This is an optimization exercise on Yosys and OpenROAD, whose aim is small area, a short achievable clock period and few clock cycles per item, not a production implementation. Only simulation tests tie the RTL to the original design; equivalence was not proved.

==> flow/config.mk <==
export PLATFORM = sky130hd
export DESIGN_NAME = maxnetTop
export DESIGN_NICKNAME = maxnetTop
export VERILOG_FILES = /design/flow/design.v
export SDC_FILE = /design/flow/constraint.sdc
export NUM_CORES = 4
export LEC_CHECK = 0
export CAP_MARGIN = 20
export CORE_MARGIN = 2
export CORE_UTILIZATION = 55
export SETUP_SLACK_MARGIN = 4
export SLEW_MARGIN = 20
==> flow/constraint.sdc <==
create_clock -name core_clock -period 8.5 [get_ports {clk}]
set_input_delay 1.7000 -clock core_clock [delete_from_list [all_inputs] [get_ports {clk}]]
set_output_delay 1.7000 -clock core_clock [all_outputs]
set_load 0.01 [all_outputs]
==> flow/design.v <==
package maxnetPkg;
    localparam int laneCount = 4;
    localparam int dataWidth = 32;
    localparam int inhibitShift = 3;
    localparam int maxIterations = 64;
    localparam int sumWidth = dataWidth + $clog2(laneCount);
    localparam int iterWidth = $clog2(maxIterations + 1);
    typedef struct packed {
        logic [dataWidth-1:0] lane3;
        logic [dataWidth-1:0] lane2;
        logic [dataWidth-1:0] lane1;
        logic [dataWidth-1:0] lane0;
    } laneVec;
    typedef logic [$clog2(laneCount)-1:0] laneIndex;
    localparam logic [192-1:0] startTable = 192'h86186186186186186186186186186186181f79d71a641041;
    localparam int startHigh = 10;
    localparam int certClasses = 3;
    localparam int certTiers   = 4;
    localparam logic [8*3-1:0] certShifts = {8'd16, 8'd8, 8'd0};
    localparam logic [2304-1:0] iterTable = 2304'h8618618618618618618618618618607de75c6da6585c10418618618618618618618618618618618618618607de7410418618618618618618618618618618618618618618617c10418618618618618618618618618618618618618618618410418618618618618618618618607de75c6da6585d65544810418618618618618618618618618618618607de75c69960104186186186186186186186186186186186186181e75c6c104186186186186186186186186186186186186186181f78104186186186186186181f79d71b69961759551349140f34104186186186186186186186186181f79d71b6996175954c10418618618618618618618618618618607de75c6da65858104186186186186186186186186186186186181f79d71a641041;
endpackage
`timescale 1ns/1ps
module prefixAdder #(
    parameter int W = 32
) (
    input  logic [W-1:0] a,
    input  logic [W-1:0] b,
    input  logic         cin,
    output logic [W-1:0] sum,
    output logic         cout
);
    localparam int L = $clog2(W);
    logic [W-1:0]     prop;
    logic [L:0][W-1:0] gen;
    logic [L:0][W-1:0] grp;
    assign prop   = a ^ b;
    assign gen[0] = (a & b) | {{(W-1){1'b0}}, prop[0] & cin};
    assign grp[0] = prop;
    for (genvar l = 0; l < L; l++) begin : gLevel
        for (genvar i = 0; i < W; i++) begin : gBit
            if ((i >> l) & 1) begin : gJoin
                localparam int j = ((i >> l) << l) - 1;
                assign gen[l+1][i] = gen[l][i] | (grp[l][i] & gen[l][j]);
                assign grp[l+1][i] = grp[l][i] & grp[l][j];
            end else begin : gPass
                assign gen[l+1][i] = gen[l][i];
                assign grp[l+1][i] = grp[l][i];
            end
        end
    end
    assign sum  = prop ^ {gen[L][W-2:0], cin};
    assign cout = gen[L][W-1];
endmodule
module inhibitionLayer (
    input  maxnetPkg::laneVec activations,
    output maxnetPkg::laneVec nextActivations
);
    localparam int W = maxnetPkg::dataWidth;
    localparam int Y = W + 2;
    logic [maxnetPkg::laneCount-1:0][W-1:0] current;
    logic [maxnetPkg::laneCount-1:0][W-1:0] updated;
    assign current = activations;
    for (genvar lane = 0; lane < maxnetPkg::laneCount; lane++) begin : gLane
        localparam int o1 = (lane + 1) % 4;
        localparam int o2 = (lane + 2) % 4;
        localparam int o3 = (lane + 3) % 4;
        logic [W-1:0] ts;
        logic [W:0]   tc;
        logic         lo;
        logic [Y-1:0] x1, x2, x3;
        logic [Y-1:0] rs, rc;
        logic [Y-1:0] y;
        logic         unusedCarry;
        assign ts = current[o1] ^ current[o2] ^ current[o3];
        assign tc = {(current[o1] & current[o2]) | (current[o1] & current[o3]) | (current[o2] & current[o3]), 1'b0};
        assign lo = (ts[2] & tc[2]) | ((ts[2] | tc[2]) & ts[1] & tc[1]);
        assign x1 = {2'b00, current[lane]};
        assign x2 = ~{5'b00000, ts[W-1:3]};
        assign x3 = ~{4'b0000, tc[W:3]};
        assign rs = x1 ^ x2 ^ x3;
        assign rc = {((x1 & x2) | (x1 & x3) | (x2 & x3)), ~lo};
        prefixAdder #(.W(Y)) add (
            .a    (rs),
            .b    (rc),
            .cin  (1'b1),
            .sum  (y),
            .cout (unusedCarry)
        );
        assign updated[lane] = y[Y-1] ? '0 : y[W-1:0];
    end
    assign nextActivations = updated;
endmodule
`timescale 1ns/1ps
module winnerSelect (
    input  maxnetPkg::laneVec                  activations,
    output logic [maxnetPkg::laneCount-1:0][maxnetPkg::laneCount-1:0] beats,
    output logic [maxnetPkg::laneCount-1:0]    nonZero,
    output logic [maxnetPkg::laneCount-1:0]    rankMax,
    output logic [maxnetPkg::laneCount-1:0]    rankSecond,
    output logic [maxnetPkg::laneCount-1:0]    rankMin
);
    localparam int W = maxnetPkg::dataWidth;
    localparam int L = maxnetPkg::laneCount;
    localparam int H = maxnetPkg::startHigh;
    logic [L-1:0][W-1:0] current;
    logic [L-1:0][L-1:0] aboveOf;   
    assign current = activations;
    for (genvar j = 0; j < L; j++) begin : gLane
        assign nonZero[j] = |current[j];
    end
    for (genvar i = 0; i < L; i++) begin : gRow
        assign beats[i][i]   = 1'b1;
        assign aboveOf[i][i] = 1'b0;
        for (genvar j = i + 1; j < L; j++) begin : gCol
            logic noBorrow;
            gapTest #(.W(W), .H(H)) test (
                .x        (current[i]),
                .y        (current[j]),
                .noBorrow (noBorrow),
                .xBeatsY  (beats[i][j]),
                .yBeatsX  (beats[j][i])
            );
            assign aboveOf[i][j] =  noBorrow;
            assign aboveOf[j][i] = ~noBorrow;
        end
    end
    for (genvar i = 0; i < L; i++) begin : gRank
        logic [1:0] above;
        always_comb begin
            above = '0;
            for (int j = 0; j < L; j++) begin
                above = above + 2'(aboveOf[j][i]);
            end
        end
        assign rankMax[i]    = (above == 2'd0);
        assign rankSecond[i] = (above == 2'd1);
        assign rankMin[i]    = (above == 2'd3);
    end
endmodule
module gapTest #(
    parameter int W = 32,
    parameter int H = 10
) (
    input  logic [W-1:0] x,
    input  logic [W-1:0] y,
    output logic         noBorrow,
    output logic         xBeatsY,
    output logic         yBeatsX
);
    logic [W-1:0] p, g;
    logic [W:0]   c;
    logic         highZero, highOnes;
    assign p = ~(x ^ y);
    assign g = x & ~y;
    assign c[0] = 1'b1;
    for (genvar n = 0; n < W; n++) begin : gCarry
        assign c[n+1] = g[n] | (p[n] & c[n]);
    end
    assign noBorrow = c[W];
    assign highZero = (c[H] == p[H]) & &(p[W-1:H+1] ~^ (g[W-2:H] | p[W-2:H]));
    assign highOnes = (c[H] != p[H]) & &(p[W-1:H+1] ^ g[W-2:H]);
    assign xBeatsY =  noBorrow & ~highZero;
    assign yBeatsX = ~noBorrow & ~highOnes;
endmodule
module iterCert (
    input  maxnetPkg::laneVec                  activations,
    input  logic [maxnetPkg::laneCount-1:0]    rankMax,
    input  logic [maxnetPkg::laneCount-1:0]    rankSecond,
    input  logic [maxnetPkg::laneCount-1:0]    rankMin,
    input  logic [maxnetPkg::certTiers-1:0]    tier,
    output logic                               certOk
);
    localparam int W = maxnetPkg::dataWidth;
    localparam int L = maxnetPkg::laneCount;
    localparam int C = maxnetPkg::certClasses;
    localparam int T = maxnetPkg::certTiers;
    logic [L-1:0][W-1:0] current;
    logic [W-1:0] largest, second, smallest;
    logic [W-1:0] gap, spread;
    logic [W:0]   high;
    logic [C-1:0] passes;
    logic         unusedD, unusedG;
    assign current = activations;
    always_comb begin
        largest  = '0;
        second   = '0;
        smallest = '0;
        for (int i = 0; i < L; i++) begin
            largest  = largest  | (current[i] & {W{rankMax[i]}});
            second   = second   | (current[i] & {W{rankSecond[i]}});
            smallest = smallest | (current[i] & {W{rankMin[i]}});
        end
    end
    prefixAdder #(.W(W)) subD (
        .a (largest), .b (~second), .cin (1'b1), .sum (gap), .cout (unusedD)
    );
    prefixAdder #(.W(W)) subG (
        .a (second), .b (~smallest), .cin (1'b1), .sum (spread), .cout (unusedG)
    );
    assign high[W] = 1'b0;
    for (genvar m = W - 1; m >= 0; m--) begin : gHigh
        assign high[m] = high[m+1] | second[m];
    end
    for (genvar c = 0; c < C; c++) begin : gClass
        logic [W-1:0] mask;
        logic [W-1:0] tooWide;
        logic         spreadOk;
        for (genvar n = 0; n < W; n++) begin : gBit
            logic [T-1:0] perTier;
            for (genvar k = 0; k < T; k++) begin : gTier
                localparam int code = int'(maxnetPkg::iterTable[((c*T+k)*W+n)*6 +: 6]);
                if (code == 0) begin : gNever
                    assign perTier[k] = 1'b0;
                end else begin : gSome
                    assign perTier[k] = tier[k] & ~high[code-1];
                end
            end
            assign mask[n] = |perTier;
            localparam int shift = int'(maxnetPkg::certShifts[c*8 +: 8]);
            if (shift == 0) begin : gFree
                assign tooWide[n] = 1'b0;
            end else if (n + shift + 1 >= W) begin : gTop
                assign tooWide[n] = 1'b1;
            end else begin : gMid
                assign tooWide[n] = ~high[n + shift + 1];
            end
        end
        assign spreadOk  = ~|(spread & tooWide);
        assign passes[c] = spreadOk & |(gap & mask);
    end
    assign certOk = |passes;
endmodule
`timescale 1ns/1ps
module maxnetController (
    input  logic clk,
    input  logic rstN,
    input  logic start,
    input  logic startDecided,
    input  logic finish,
    output logic fresh,
    output logic [maxnetPkg::iterWidth-1:0] updates,
    output logic lastUpdate,
    output logic [maxnetPkg::certTiers-1:0] tier,
    output logic busy,
    output logic done
);
    logic doneLater;
    assign done = doneLater | (fresh & startDecided);
    assign lastUpdate = (updates == maxnetPkg::iterWidth'(maxnetPkg::maxIterations));
    assign tier[0] = (updates == '0);
    assign tier[1] = (updates != '0) && (updates <= 8);
    assign tier[2] = (updates > 8) && (updates <= 16);
    assign tier[3] = (updates > 16) && (updates <= 32);
    always_ff @(posedge clk or negedge rstN) begin
        if (!rstN) begin
            busy      <= 1'b0;
            fresh     <= 1'b0;
            doneLater <= 1'b0;
        end else if (!busy) begin
            busy      <= start;
            fresh     <= start;
            doneLater <= 1'b0;
        end else begin
            busy      <= ~done;
            fresh     <= 1'b0;
            doneLater <= ~done & finish;
        end
    end
    always_ff @(posedge clk or negedge rstN) begin
        if (!rstN) begin
            updates <= '0;
        end else if (busy & ~done) begin
            updates <= updates + 1'b1;
        end else begin
            updates <= '0;
        end
    end
endmodule
`timescale 1ns/1ps
module maxnetDatapath (
    input  logic                 clk,
    input  logic                 busy,
    input  logic                 fresh,
    input  logic                 done,
    input  logic                 lastUpdate,
    input  logic [maxnetPkg::certTiers-1:0] tier,
    input  maxnetPkg::laneVec    inputs,
    output logic                 startDecided,
    output logic                 finish,
    output maxnetPkg::laneIndex  winner,
    output logic [maxnetPkg::dataWidth-1:0] maxNumber,
    output logic                 noWinner
);
    localparam int L = maxnetPkg::laneCount;
    localparam int W = maxnetPkg::dataWidth;
    maxnetPkg::laneVec originals;
    maxnetPkg::laneVec activations;
    maxnetPkg::laneVec nextActivations;
    logic [L-1:0][L-1:0] startBeats, beats;
    logic [L-1:0]        startNonZero, nonZero;
    logic [L-1:0]        startMax, startSecond, startMin;
    logic [L-1:0]        rankMax, rankSecond, rankMin;
    logic [L-1:0]        wins;
    logic                certOk;
    logic                atMostOne;
    logic [L-1:0]        lowestStart;
    logic [L-1:0]        startPick;
    logic                runCert;
    logic [L-1:0]        liveNow;
    logic [L-1:0]        lowestNow;
    logic [L-1:0]        runPick;      
    logic [L-1:0]        pick;
    logic [L-1:0][W-1:0] held;
    always_ff @(posedge clk) begin
        if (!busy) begin
            originals  <= inputs;
            beats      <= startBeats;
            nonZero    <= startNonZero;
            rankMax    <= startMax;
            rankSecond <= startSecond;
            rankMin    <= startMin;
        end
    end
    always_ff @(posedge clk) begin
        if (!busy) begin
            activations <= inputs;
        end else begin
            activations <= nextActivations;
        end
    end
    inhibitionLayer layer (
        .activations     (activations),
        .nextActivations (nextActivations)
    );
    winnerSelect select (
        .activations (inputs),
        .beats       (startBeats),
        .nonZero     (startNonZero),
        .rankMax     (startMax),
        .rankSecond  (startSecond),
        .rankMin     (startMin)
    );
    iterCert cert (
        .activations (activations),
        .rankMax     (rankMax),
        .rankSecond  (rankSecond),
        .rankMin     (rankMin),
        .tier        (tier),
        .certOk      (runCert)
    );
    for (genvar i = 0; i < L; i++) begin : gWins
        assign wins[i] = &beats[i];
    end
    assign certOk      = |wins;
    assign atMostOne   = ~((nonZero[0] & nonZero[1]) | (nonZero[0] & nonZero[2]) | (nonZero[0] & nonZero[3])
                         | (nonZero[1] & nonZero[2]) | (nonZero[1] & nonZero[3]) | (nonZero[2] & nonZero[3]));
    assign lowestStart = {nonZero[3] & ~|nonZero[2:0], nonZero[2] & ~|nonZero[1:0],
                          nonZero[1] & ~nonZero[0], ~|nonZero[2:0] ? ~nonZero[3] : nonZero[0]};
    assign startDecided = certOk | atMostOne;
    assign startPick    = certOk ? wins : lowestStart;
    for (genvar i = 0; i < L; i++) begin : gLive
        assign liveNow[i] = |activations[W*i +: W];
    end
    assign lowestNow = {liveNow[3] & ~|liveNow[2:0], liveNow[2] & ~|liveNow[1:0],
                        liveNow[1] & ~liveNow[0], liveNow[0]};
    assign finish    = runCert | lastUpdate;
    always_ff @(posedge clk) begin
        if (busy & ~done) begin
            runPick <= runCert ? rankMax : lowestNow;
        end
    end
    assign pick   = fresh ? startPick : runPick;
    assign winner = {pick[3] | pick[2], pick[3] | pick[1]};
    assign noWinner = ~|nonZero;
    assign held = originals;
    always_comb begin
        maxNumber = '0;
        for (int i = 0; i < L; i++) begin
            maxNumber = maxNumber | (held[i] & {W{pick[i]}});
        end
    end
endmodule
`timescale 1ns/1ps
module maxnetTop (
    input  logic                 clk,
    input  logic                 rstN,
    input  logic                 start,
    input  maxnetPkg::laneVec               inputs,
    output logic                 done,
    output logic                 busy,
    output maxnetPkg::laneIndex             winner,
    output logic [maxnetPkg::dataWidth-1:0] maxNumber,
    output logic                 noWinner
);
    logic startDecided;
    logic finish;
    logic fresh;
    logic lastUpdate;
    logic [maxnetPkg::iterWidth-1:0] updates;
    logic [maxnetPkg::certTiers-1:0] tier;
    maxnetController controller (
        .clk          (clk),
        .rstN         (rstN),
        .start        (start),
        .startDecided (startDecided),
        .finish       (finish),
        .fresh        (fresh),
        .updates      (updates),
        .lastUpdate   (lastUpdate),
        .tier         (tier),
        .busy         (busy),
        .done         (done)
    );
    maxnetDatapath datapath (
        .clk          (clk),
        .busy         (busy),
        .fresh        (fresh),
        .done         (done),
        .lastUpdate   (lastUpdate),
        .tier         (tier),
        .inputs       (inputs),
        .startDecided (startDecided),
        .finish       (finish),
        .winner       (winner),
        .maxNumber    (maxNumber),
        .noWinner     (noWinner)
    );
endmodule
==> flow/flow/run.sh <==
#!/bin/bash
# Own layout flow: the standard layout (standard.sh), with two synthesis
# changes, both inside ORFS's own synthesis script:
#  - ABC maps for delay (flow/abc_speed.script: dch + map with a delay
#    target, then ABC's sizing) instead of ORFS's default speed script;
#  - no full/half adder cell extraction (ADDER_MAP_FILE empty), so ABC sees
#    and restructures the adder logic itself.
# Everything else (floorplan, placement, CTS, routing, the SDC) is the
# standard flow. Each step's output goes to a log file in this folder.
set -euo pipefail
work=$PWD
rm -rf "$work/scripts_abc"
cp -r "$FLOW_HOME/scripts" "$work/scripts_abc"
cp "$work/flow/abc_speed.script" "$work/scripts_abc/abc_speed.script"
export SCRIPTS_DIR="$work/scripts_abc"
export ADDER_MAP_FILE=
bash standard.sh > "$work/standard_flow.log" 2>&1
==> flow/flow/abc_speed.script <==
strash
dch -f
map -D 1000
strash
dch -f
map -D 1000
topo
buffer -c
upsize -c -D 1000
dnsize -c -D 1000
==> flow/standard.sh <==
#!/bin/bash
# synth_recipe.tcl (not shown) runs the flow's synth.tcl, then flattens the netlist and writes it again
# the make line also repeats each setting of config.mk as NAME=value (left out here)
make -C /OpenROAD-flow-scripts/flow DESIGN_CONFIG=/design/flow/config.mk WORK_HOME=/design/flow/orfs CLKGATE_MAP_FILE= SYNTH_SCRIPT=/design/flow/synth_recipe.tcl "${@:-finish}"
==> reports/qor.yml, run 1 <==
worst_setup_path:
  cp_top_family: "buffers and inverters"
  max_stage_delay_ns: 0.55
  critPathMaxFanout: 8
  worst-setup-path-type: "flop to primary output"
  cp_slowest_cell: "clkdlybuf4s50_1"
  endpoint_kind: "primary output"
  required_ns: 6.80
  startpoint_type: "flop"
  ff2ff_path_depth: 17
  crit_cells: 9
  critical_path_arrival_ns: 3.01
  path_buf_inv: 3
  cp_cell_sequence: "nand3_2 -> nand4_1 -> o311ai_1 -> o21ai_1 -> inv_2 -> buf_12 -> a22oi_1 -> nand2_1 -> clkdlybuf4s50_1"
routing:
  dr.pass1.iters: 14
  wirelength_um: 195900
  wl_per_cell_um: 25.53
  drtIter0Drc: 8868
  post-route-drc-count: 0
  routed_via_density: 6.607
  vias: 50690
  ant_nets: 0
floorplanning:
  initial_core_util_pct: 55.56
  die_area_sq_um: 73020
  die_h_um: 270.2
  io_pins: 168
  placementRows: 97
  core_area_sq_um: 70150
  die_x_um: 270.2
synth:
  synthFlopType: "edfxtp_1"
  yosysSeqAreaShare_pct: 19.54
  synth-xor-area-share_pct: 10.13
  yosysWarnings: 4
  synth.avg_cell_area_sq_um: 5.994
  synthTopCellsByArea: "nand2_1, edfxtp_1, nor2_1"
  synth_cell_types: 99
  synth_top_family_by_area: "simple AND/OR/NAND/NOR gates"
  synth_fa_ha_area_share_pct: 0.07704
  postSynthNetCount: 6634
  synth-compound-area-share_pct: 22.77
  synthSimpleGateAreaFrac_pct: 38.06
  synth_top_area_share_pct: 13.46
  synth_seq_cells: 298
  async_reset_ff_share_pct: 3.356
  syn_inst: 6503
  synthMuxAreaShare_pct: 0
  synth_edf_count: 160
  synth_area_sq_um: 38980
  synth_area_leader_cell: "nand2_1"
placed_design:
  hpwlAfterDp_um: 152300
  gp_congestion: 1.117
  placed_area_sq_um: 41420
  io_buffer_count: 167
  dpl_worst_slack_ns: 2.840
clocking:
  cts_hold_buf: 0
  cts_root_buf: "clkbuf_16"
  htreeDepth: 2
  clk_path_buf_depth: 3
  clkTransAtPathRegs_ns: 0.06
  cts.sink_count: 298
  clk_latency_ns: 0.63
  cts_tree: "done"
  cts_made_buffers: 39
grt:
  grt_antenna_before_repair: 8
  grt_pass1_wl_um: 278300
  track_usage_pct: 50.08
  grt_pass1_vias: 45425
  grt_max_degree: 77
  grt_overflow: 0
sta:
  setup_viol: 0
  drv_slew: 0
  relSlewSlack_pct: 27.99
  finClkSkew_ns: 0.02790
  fin_ws_ns: 3.793
  fin_crit_ns: 4.707
  finalCritPeriodShare_pct: 55.38
  grt_setup_unrepaired: "yes"
  fin_tns_setup_ns: 0
  hold_viol: 0
  clock.fmax_ghz: 0.2124
  worst_pin_slew_ns: 1.070
cells_and_area:
  finish.utilization_pct: 63.19
  num-nets-final: 6832
  multi_input_area_sq_um: 28280
  syn2layout_area_growth_pct: 13.72
  nFillCells: 6674
  drive_gt1_share_pct: 8.780
  layout_common_cells: "nand2_1, nor2_1, inv_1"
  fin_area_sq_um: 44330
  seqCellArea_sq_um: 7646
  layout_commonest_cell: "nand2_1"
worst_hold_path:
  min_path_type: "flop to flop"
  worstHoldPathCells: 1
status:
  status: "finished clean"
job:
  cap_violations: 0
==> through the flow <==
| stage | instances | hold WS (ns) |
|---|---|---|
| 6_report | 7672 | 0.5011 |
| 5_1_grt | 7671 | 0.5104 |
| 2_1_floorplan | 6503 | 0.4270 |
| 3_5_place_dp | 7517 | 0.4971 |
| 3_3_place_gp | 7517 | 0.4440 |
| 4_1_cts | 7611 | 0.5049 |
==> kinds of logic (layout without fill, tap and decap cells) <==
group,Yosys count,in the layout
AND/OR/NAND/NOR,3453,3453
AO/OA/AOI/OAI,1379,1380
buffers and inverters,920,1147
XOR/XNOR,450,450
flip-flops,298,298
adder cells (fa/ha/maj),3,3
other,0,1
==> worst register-to-register path, stage by stage, from the launching register on <==
cell and delay (ns):
dfxtp_1 0.59, inv_1 0.24, o21ai_0 0.20, o21ai_0 0.23, nand2_1 0.13, nand2_1 0.10, xor2_1 0.21, xor2_1 0.31
nand2_1 0.16, o21ai_0 0.41, a21oi_1 0.12, o211ai_2 0.11, buf_4 0.29, nand4_1 0.21, a31oi_4 0.27, buf_12 0.25
nand3_1 0.24, o21ai_0 0.29
==> layer usage <==
| layer | global-route usage (%) | part of all wire (%) |
|---|---|---|
| met1 | 61.09 | 35 |
| met2 | 73.80 | 40 |
| met3 | 17.35 | 15 |
| met4 | 34.50 | 8.9 |
| met5 | 1.053 | 0.18 |
==> flip-flops by register name (all words and copies together) (netlist names), 7 cells and up <==
signal and cells:
datapath.activations 128, datapath.originals 128, datapath.beats 12, controller.updates 7
==> synthesized netlist by cell type, types with 24 or more instances <==
cell type / number
o221ai_1: 31
nand3_1: 346
o21ai_0: 252
and2_1: 34
o21ai_1: 33
nor2_1: 1151
clkbuf_1: 41
inv_2: 39
a22oi_1: 122
inv_1: 741
nand4_1: 116
a31oi_1: 28
edfxtp_1: 160
xnor2_1: 157
or2_2: 85
nand2_1: 1398
dfxtp_1: 128
nor4_1: 58
o22ai_1: 208
nor3_1: 149
a21boi_0: 38
nor2_2: 24
a21oi_1: 341
o211ai_1: 44
o21bai_1: 72
xor2_1: 292
a21o_1: 25
buf_2: 58
==> repair_timing <==
action                                  CTS  global route
endpoints found under the setup margin   94           137
gates cloned                              7             6
setup buffers                            16            54
pin swaps                                 8            21
resized for setup                        96           227
==> final timing paths <==
check	startpoint	to	slack, ns
min	controller.updates[0]	controller.updates[0]	0.50
max	datapath.beats[1]	maxNumber[25]	3.79
min reg2reg	controller.updates[0]	controller.updates[0]	0.50
max in group asynchronous	rstN	controller.busy	6.62
max reg2reg	datapath.activations[15]	datapath.activations[80]	3.99
min in group asynchronous	rstN	controller.updates[1]	1.45
==> area by class of cell <==
type	count	share of cell area (%)
multi-input cells	5286	63.81
diodes	1	0.005645
clock buffers	59	2.622
repair buffers	278	6.343
well taps	940	2.653
repair inverters	5	0.08468
flip-flops and latches	298	17.25
clock inverters	12	0.2823
inverters	793	6.949
Testbench counts, summed over its fixed seeds: cycles 7,522, items 3,200.
==> run 2, diff against run 1 <==
--- a/flow/design.v
+++ b/flow/design.v
@@ -179,7 +179,7 @@
     logic [W-1:0] gap, spread;
     logic [W:0]   high;
     logic [C-1:0] passes;
-    logic         unusedD, unusedG;
+    logic         unusedD;
     assign current = activations;
     always_comb begin
         largest  = '0;
@@ -194,9 +194,7 @@
     prefixAdder #(.W(W)) subD (
         .a (largest), .b (~second), .cin (1'b1), .sum (gap), .cout (unusedD)
     );
-    prefixAdder #(.W(W)) subG (
-        .a (second), .b (~smallest), .cin (1'b1), .sum (spread), .cout (unusedG)
-    );
+    assign spread = second ^ smallest;
     assign high[W] = 1'b0;
     for (genvar m = W - 1; m >= 0; m--) begin : gHigh
         assign high[m] = high[m+1] | second[m];
--- a/flow/flow/run.sh
+++ b/flow/flow/run.sh
@@ -5,6 +5,9 @@
 #    target, then ABC's sizing) instead of ORFS's default speed script;
 #  - no full/half adder cell extraction (ADDER_MAP_FILE empty), so ABC sees
 #    and restructures the adder logic itself.
+# and one placement change: the port buffers that placement inserts on every
+# input and output are buf_4 cells (BUFFER_PORTS_ARGS) rather than the
+# default pick, a delay cell that timing repair cannot resize.
 # Everything else (floorplan, placement, CTS, routing, the SDC) is the
 # standard flow. Each step's output goes to a log file in this folder.
 set -euo pipefail
@@ -14,4 +17,5 @@
 cp "$work/flow/abc_speed.script" "$work/scripts_abc/abc_speed.script"
 export SCRIPTS_DIR="$work/scripts_abc"
 export ADDER_MAP_FILE=
+export BUFFER_PORTS_ARGS="-buffer_cell sky130_fd_sc_hd__buf_4"
 bash standard.sh > "$work/standard_flow.log" 2>&1
==> run 2 against run 1 <==
  * Still clean
  * Critical path depth up 1
  * Die area down 4.3%
  * Clock-buffer cell count down 4
  * Utilization down 2.1 points
  * Register-to-register slack better by 0.06 ns
  * Global-route usage down 2.3 points
  * Cell area down 7.4%
  * Sequential share of layout area up 1.4 points
  * Via count down 8.4%
  * Worst setup slack better by 0.083 ns
==> reports/qor.yml, run 2 <==
status:
  status: "finished clean"
grt:
  grt_pass1_vias: 41432  # -8.8%
  grt_overflow: 0  # unchanged
  grt_max_degree: 71  # -7.8%
  grt_pass1_wl_um: 253100  # -9.1%
  grt_antenna_before_repair: 5  # -3
  track_usage_pct: 47.77  # -2.3 points
sta:
  grt_setup_unrepaired: "yes"
  fin_tns_setup_ns: 0  # unchanged
  finalCritPeriodShare_pct: 54.40  # -0.98 points
  setup_viol: 0  # unchanged
  finClkSkew_ns: 0.02718  # -0.0007190 ns
  fin_crit_ns: 4.624  # -0.08350 ns
  worst_pin_slew_ns: 1.299  # +0.2285 ns
  hold_viol: 0  # unchanged
  hold_ws_ns: 0.4569  # -0.04422 ns
  clock.fmax_ghz: 0.2163  # +1.8%
  drv_slew: 0  # unchanged
  relSlewSlack_pct: 11.18  # -17 points
worst_setup_path:
  cp_top_family: "compound AO/OA/AOI/OAI gates"
  cp_slowest_cell: "a2111oi_0"
  max_stage_delay_ns: 0.94  # +0.39 ns
  critPathMaxFanout: 6  # -2
  path_buf_inv: 3  # unchanged
  required_ns: 8.81  # +2.01 ns
  critical_path_arrival_ns: 4.93  # +1.92 ns
  startpoint_type: "input port"
  endpoint_kind: "flop"
  worst-setup-path-type: "input port to flop"
  cpMostUsedCell: "inv_1"
  cp_cell_sequence: "buf_4 -> inv_1 -> nor2_1 -> inv_1 -> nand2_1 -> a21oi_1 -> nor3_1 -> nand3_1 -> a2111oi_0 -> a31oi_1"
synth:
  synth_edf_count: 160  # unchanged
  synth_most_common_cell: "nand2_1"
  synth_seq_cells: 298  # unchanged
  yosysSeqAreaShare_pct: 20.44  # +0.90 points
  synth_area_sq_um: 37270  # -4.4%
  async_reset_ff_share_pct: 3.356  # unchanged
  synthFlopType: "edfxtp_1"
  synth_top_area_share_pct: 12.90  # -0.56 points
  synth_commonest_cells: "nand2_1, nor2_1, inv_1"
  synth_area_leader_cell: "nand2_1"
  syn_inst: 6173  # -5.1%
  synth.avg_cell_area_sq_um: 6.037  # +0.72%
  yosysWarnings: 4  # unchanged
  synthTopCellsByArea: "nand2_1, edfxtp_1, nor2_1"
  synth_cell_types: 96  # -3.0%
  postSynthNetCount: 6304  # -5.0%
routing:
  dr.pass1.iters: 14  # unchanged
  wirelength_um: 175200  # -11%
  wl_per_cell_um: 24.30  # -4.8%
  ant_nets: 0  # unchanged
  routed_via_density: 6.442  # -2.5%
  vias: 46448  # -8.4%
  drtIter0Drc: 6865  # -23%
  post-route-drc-count: 0  # unchanged
clocking:
  cts_made_buffers: 40  # +2.6%
  clk_latency_ns: 0.62  # about the same
  htreeDepth: 2  # unchanged
  cts.sink_count: 298  # unchanged
  clk_path_buf_depth: 3  # unchanged
  cts_tree: "done"
  cts_hold_buf: 0  # unchanged
  clkTransAtPathRegs_ns: 0.07  # about the same
  cts_root_buf: "clkbuf_16"
floorplanning:
  io_pins: 168  # unchanged
  die_x_um: 264.3  # -2.2%
  placementRows: 95  # -2.1%
  initial_core_util_pct: 55.49  # -0.073 points
  core_area_sq_um: 67160  # -4.3%
  die_area_sq_um: 69860  # -4.3%
  die_h_um: 264.3  # -2.2%
cells_and_area:
  layout_commonest_cell: "nand2_1"
  largestRegisters: "datapath.activations: 128 flops, datapath.originals: 128 flops, datapath.beats: 12 flops"
  layout_common_cells: "nand2_1, nor2_1, inv_1"
  nFillCells: 6639  # -0.52%
  syn2layout_area_growth_pct: 10.14
  num-nets-final: 6434  # -5.8%
  drive_gt1_share_pct: 8.777  # about the same
placed_design:
  io_buffer_count: 167  # unchanged
  hpwlAfterDp_um: 138900  # -8.8%
  gp_congestion: 1.140  # +2.1%
worst_hold_path:
  min_path_type: "flop to flop"
job:
  cap_violations: 0  # unchanged
-- run 2: stage by stage --
step                setup slack (ns)  std cells  instance area (sq um)  util (%)
CTS                            4.000       7187                  40640     60.52
finish                         3.876       7210                  41050     61.12
floorplan                      4.544       6173                  37270         -
global placement               3.291       7107                  39130     58.27
detailed placement             3.376       7107                  39130     58.27
global route                   3.929       7208                  41040     61.11
-- run 2: repair_timing --
action	4_1_cts	5_1_grt
gates cloned	2	3
resized for setup	28	47
pin swaps	2	11
setup buffers	4	17
setup endpoints to repair	46	128
-- run 2: metal layers --
metal  routed length (um)  up-vias  global-route usage, %
met5                   69        -                 0.6237
met4                15840        4                  33.00
met3                24460      985                  16.63
met2                71130     3495                  71.12
met1                63680    20891                  57.67
li1                     -    21073                      -
-- run 2: cell type report --
| cell class | count | area (sq um) | share of cell area, % |
|---|---|---|---|
| inverters | 804 | 3052 | 7.435 |
| repair buffers | 216 | 1739 | 4.237 |
| well taps | 873 | 1092 | 2.661 |
| clock buffers | 55 | 1140 | 2.777 |
| diodes | 2 | 5.005 | 0.01219 |
| clock inverters | 19 | 183.9 | 0.4481 |
| flip-flops and latches | 298 | 7639 | 18.61 |
| multi-input cells | 4943 | 26200 | 63.82 |
-- run 2: final timing paths --
kind	from	end	slack (ns)	depth (start not counted)
setup / recovery	inputs[89]	datapath.beats[8]	3.88	10
hold / removal	controller.updates[0]	controller.updates[0]	0.46	1
setup reg to reg	datapath.rankMax[3]	controller.doneLater	4.05	19
hold reg to reg	controller.updates[0]	controller.updates[0]	0.46	1
max in group asynchronous	rstN	controller.busy	7.45	1
min in group asynchronous	rstN	controller.updates[4]	0.90	1
-- run 2: cells by family (layout without fill, tap and decap cells) --
family,Yosys count,in the layout,share of synthesized area (%)
compound gates,1394,1399,23.40
fa+ha+maj,4,4,0.1074
buf+inv,937,1094,10.01
xor+xnor,440,440,10.36
other cells,0,2,0
flops,298,298,20.44
simple gates,3100,3100,35.68
Testbench counts of run 2, summed over its fixed seeds: cycles 7,534, items 3,200.
==> run 3, diff against run 2 <==
--- a/flow/design.v
+++ b/flow/design.v
@@ -354,14 +354,14 @@
                          | (nonZero[1] & nonZero[2]) | (nonZero[1] & nonZero[3]) | (nonZero[2] & nonZero[3]));
     assign lowestStart = {nonZero[3] & ~|nonZero[2:0], nonZero[2] & ~|nonZero[1:0],
                           nonZero[1] & ~nonZero[0], ~|nonZero[2:0] ? ~nonZero[3] : nonZero[0]};
-    assign startDecided = certOk | atMostOne;
+    assign startDecided = certOk | atMostOne | |(lowestStart & rankMax);
     assign startPick    = certOk ? wins : lowestStart;
     for (genvar i = 0; i < L; i++) begin : gLive
         assign liveNow[i] = |activations[W*i +: W];
     end
     assign lowestNow = {liveNow[3] & ~|liveNow[2:0], liveNow[2] & ~|liveNow[1:0],
                         liveNow[1] & ~liveNow[0], liveNow[0]};
-    assign finish    = runCert | lastUpdate;
+    assign finish    = runCert | |(lowestNow & rankMax) | lastUpdate;
     always_ff @(posedge clk) begin
         if (busy & ~done) begin
             runPick <= runCert ? rankMax : lowestNow;
==> flow/flow/run.sh (replaced) <==
#!/bin/bash
# Own layout flow: the standard layout (standard.sh), with two synthesis
# changes, both inside ORFS's own synthesis script:
#  - ABC maps for delay (flow/abc_speed.script: dch + map with a delay
#    target, then dch + &nf with a delay target, then ABC's sizing)
#    instead of ORFS's default speed script;
#  - no full/half adder cell extraction (ADDER_MAP_FILE empty), so ABC sees
#    and restructures the adder logic itself.
# and one placement change: the port buffers that placement inserts on every
# input and output are buf_2 cells (BUFFER_PORTS_ARGS) rather than the
# default pick, a delay cell that timing repair cannot resize; repair may
# size buf_2 up where timing needs it.
# Everything else (floorplan, placement, CTS, routing, the SDC) is the
# standard flow. Each step's output goes to a log file in this folder.
set -euo pipefail
work=$PWD
rm -rf "$work/scripts_abc"
cp -r "$FLOW_HOME/scripts" "$work/scripts_abc"
cp "$work/flow/abc_speed.script" "$work/scripts_abc/abc_speed.script"
export SCRIPTS_DIR="$work/scripts_abc"
export ADDER_MAP_FILE=
export BUFFER_PORTS_ARGS="-buffer_cell sky130_fd_sc_hd__buf_2"
bash standard.sh > "$work/standard_flow.log" 2>&1
==> flow/flow/abc_speed.script (replaced) <==
strash
dch -f
map -D 1000
strash
dch -f
&get -n
&nf -D 1000
&put
topo
buffer -c
upsize -c -D 1000
dnsize -c -D 1000
--- a/flow/config.mk
+++ b/flow/config.mk
@@ -8,5 +8,6 @@
 export CAP_MARGIN = 20
 export CORE_MARGIN = 2
 export CORE_UTILIZATION = 55
+export PLACE_DENSITY = 0.75
 export SETUP_SLACK_MARGIN = 4
 export SLEW_MARGIN = 20
==> run 3 against run 2 <==
  * Critical path depth shrank 2
  * First-iteration DRC count shrank 13%
  * Maximum frequency grew 4.7%
  * Register-to-register slack better by 0.07 ns
  * Global-route usage shrank 3.3 points
  * Non-clock buffer count grew 28
  * Flip-flop and latch count stayed put
  * Worst hold slack improved by 0.096 ns
==> reports/qor.yml, run 3 <==
worst_setup_path:
  cp_cell_sequence: "nand3_1 -> and4_1 -> nand3_1 -> nand2_1 -> mux2_4 -> a22oi_1 -> nand2_1 -> buf_2"
  max_stage_delay_ns: 0.48  # -0.46 ns
  cp_slowest_cell: "edfxtp_1"
  path_buf_inv: 1  # -2
  r2r_slack_ns: 4.12  # +0.07 ns
  required_ns: 6.80  # -2.01 ns
  endpoint_kind: "primary output"
  cp_top_family: "simple AND/OR/NAND/NOR gates"
  startpoint_type: "flop"
  critical_path_arrival_ns: 2.71  # -2.22 ns
  worst-setup-path-type: "flop to primary output"
  critPathMaxFanout: 33  # +27
cells_and_area:
  largestRegisters: "datapath.activations: 128 flops, datapath.originals: 128 flops, datapath.beats: 12 flops"
  layout_common_cells: "nand2_1, nor2_1, a21oi_1"
  layout_commonest_cell: "nand2_1"
  num-nets-final: 5270  # -18%
  syn2layout_area_growth_pct: 8.873
  drive_gt1_share_pct: 11.03  # +2.3 points
job:
  cap_violations: 0  # unchanged
synth:
  syn_inst: 5107  # -17%
  synth_top_area_share_pct: 13.29  # +0.39 points
  synth_area_leader_cell: "edfxtp_1"
  synthFlopType: "edfxtp_1"
  synth_edf_count: 160  # unchanged
  synth_cell_types: 114  # +19%
  synth-xor-area-share_pct: 15.14  # +4.8 points
  postSynthNetCount: 5238  # -17%
  synthTopCellsByArea: "edfxtp_1, nand2_1, dfxtp_1"
  synth_area_sq_um: 36160  # -3.0%
  synth.avg_cell_area_sq_um: 7.080  # +17%
  async_reset_ff_share_pct: 3.356  # unchanged
  synth-compound-area-share_pct: 26.25  # +2.9 points
  synthMuxAreaShare_pct: 0.2907  # +0.29 points
  synth_top_family_by_area: "simple AND/OR/NAND/NOR gates"
  yosysWarnings: 4  # unchanged
  synth_fa_ha_area_share_pct: 1.716  # +1.6 points
  synth_most_common_cell: "nand2_1"
  synthSimpleGateAreaFrac_pct: 29.44  # -6.2 points
  yosysSeqAreaShare_pct: 21.07  # +0.63 points
  synth_seq_cells: 298  # unchanged
  synth_commonest_cells: "nand2_1, nor2_1, a21oi_1"
sta:
  clock.fmax_ghz: 0.2265  # +4.7%
  fin_tns_setup_ns: 0  # unchanged
  grt_setup_unrepaired: "yes"
  fin_crit_ns: 4.415  # -0.2089 ns
  finClkSkew_ns: 0.03179  # +0.004603 ns
  drv_slew: 0  # unchanged
  setup_viol: 0  # unchanged
  hold_viol: 0  # unchanged
  relSlewSlack_pct: 24.95  # +14 points
  worst_pin_slew_ns: 1.097  # -0.2013 ns
  finalCritPeriodShare_pct: 51.94  # -2.5 points
floorplanning:
  die_x_um: 260.4  # -1.5%
  initial_core_util_pct: 55.88  # +0.39 points
  io_pins: 168  # unchanged
  die_area_sq_um: 67810  # -2.9%
  core_area_sq_um: 64700  # -3.7%
  placementRows: 93  # -2.1%
  die_h_um: 260.4  # -1.5%
routing:
  top_layer: "met4"
  wl_met1_um: 59040  # -7.3%
  post-route-drc-count: 0  # unchanged
  met2_length_um: 66040  # -7.2%
  wl_met3_um: 19770  # -19%
  dr.pass1.iters: 7  # -7
  vias: 40787  # -12%
  drtIter0Drc: 5948  # -13%
  wl_per_cell_um: 25.98  # +6.9%
  routed_via_density: 6.771  # +5.1%
  ant_nets: 0  # unchanged
  wirelength_um: 156500  # -11%
clocking:
  clk_path_buf_depth: 3  # unchanged
  cts_made_buffers: 38  # -5.0%
  cts_root_buf: "clkbuf_16"
  cts_tree: "done"
  clk_latency_ns: 0.60  # -0.02 ns
  cts.sink_count: 298  # unchanged
  clkTransAtPathRegs_ns: 0.06  # about the same
  htreeDepth: 2  # unchanged
grt:
  grt_pass1_vias: 36823  # -11%
  grt_max_degree: 73  # +2.8%
  grt_pass1_wl_um: 227500  # -10%
  track_usage_pct: 44.43  # -3.3 points
  grt_overflow: 0  # unchanged
  grt_antenna_before_repair: 3  # -2
placed_design:
  io_buffer_count: 167  # unchanged
  gp_congestion: 1.121  # -1.7%
  hpwlAfterDp_um: 119000  # -14%
status:
  status: "finished clean"
worst_hold_path:
  min_path_type: "flop to flop"
[run 3: cell types whose count changed in the layout (fill, tap and decap cells not counted), sizes merged, moves of 90 or more]
cell | previous run | this run
nor2 | 1049 | 443
inv | 802 | 277
nand2 | 1287 | 891
a22oi | 88 | 216
o21ai | 392 | 275
nand3 | 290 | 188
nor3 | 166 | 76
[run 3: area by class of cell]
| class | count | area [sq um] |
|---|---|---|
| inverters | 273 | 1032 |
| multi-input cells | 4284 | 26800 |
| repair buffers | 244 | 1453 |
| fillers | 6130 | 25330 |
| flip-flops and latches | 298 | 7697 |
| well taps | 855 | 1070 |
| diodes | 3 | 7.507 |
| clock buffers | 44 | 993.5 |
| clock inverters | 23 | 310.3 |
[run 3: cells by family after synthesis]
group / count (synthesis)
mux: 10
fa+ha+maj: 62
xor+xnor: 544
buf+inv: 527
simple gates: 2249
flops: 298
compound gates: 1417
[run 3: stage by stage]
step           cell area (sq um)  setup slack, ns  utilization, %  cells  hold WS, ns
6_report                   39360            4.085           60.84   6024       0.5527
5_1_grt                    39360            3.946           60.84   6022       0.5885
2_1_floorplan              36160            4.246               -   5107       0.5129
3_3_place_gp               37230            3.151           57.54   5919       0.5398
3_5_place_dp               37230            3.119           57.54   5919       0.5480
4_1_cts                    38800            4.000           59.97   5999       0.5559
[run 3: worst paths after layout]
| check | cells past startpoint | startpoint | end |
|---|---|---|---|
| min in group asynchronous | 1 | rstN | controller.updates[1] |
| max in group asynchronous | 1 | rstN | controller.busy |
| hold reg to reg | 1 | controller.updates[0] | controller.updates[0] |
| setup / recovery | 8 | datapath.beats[4] | maxNumber[31] |
| setup reg to reg | 17 | datapath.activations[55] | datapath.activations[87] |
| hold / removal | 1 | controller.updates[0] | controller.updates[0] |
[run 3: routing by layer]
layer	track usage [%]	vias to the layer above
li1	-	18372
met1	56.64	19041
met2	67.87	2744
met3	10.37	630
met4	27.71	0
met5	0	-
[run 3: worst register-to-register path, cell delays in order (launching register included)]
cell	delay, ns
dfxtp_1	0.89
maj3_1	0.41
o21a_1	0.16
nor2_1	0.05
nand2b_1	0.18
or2_2	0.28
and4_1	0.23
nor2b_1	0.22
and2_1	0.18
nand3_1	0.09
o21ai_0	0.45
a22oi_1	0.23
nand2_2	0.18
a31oi_4	0.09
buf_4	0.22
inv_4	0.22
o21ai_0	0.13
o22ai_1	0.12
[run 3: what timing repair did]
action | in CTS | in global routing
pin swaps | 8 | 27
setup buffers | 12 | 21
hold buffers | 0 | 0
setup endpoints to repair | 175 | 122
gates resized for setup | 52 | 104
gates cloned | 1 | 1
hold endpoints to repair | 0 | 0
Testbench counts of run 3, summed over its fixed seeds: cycles 7,014, items 3,200.

==> static timing again, ports no longer ideal <==
How much do the figures lean on ideal ports? The routed layouts below were timed once more, with nothing changed but the port constraints. Step 1: set_driving_cell puts a clkbuf_16 on clk and a buf_2 on each other input, an assumption about the parent block. Step 2 adds t to the input delays and takes it off the output delays; t is the mean of the earliest and latest rising clock arrival at the registers after step 1. Input paths then give back, and output paths get back, about the clock's delay inside the block. Slacks: ideal ports / drivers / drivers and shift; pairs: ideal ports / drivers.
| run | t (ns) | setup WS [ns] | worst setup path at the end |
|---|---|---|---|
| run 1 | 0.678 | 3.793 / 3.722 / 3.293 | input to register |
| run 2 | 0.673 | 3.876 / 3.912 / 3.240 | input to register |
| run 3 | 0.651 | 4.085 / 4.022 / 3.528 | input to register |
After both steps every run listed still meets setup and hold. For run 2, which loses most, drivers alone change the setup slack by +0.036 ns; drivers and shift together by -0.636 ns.
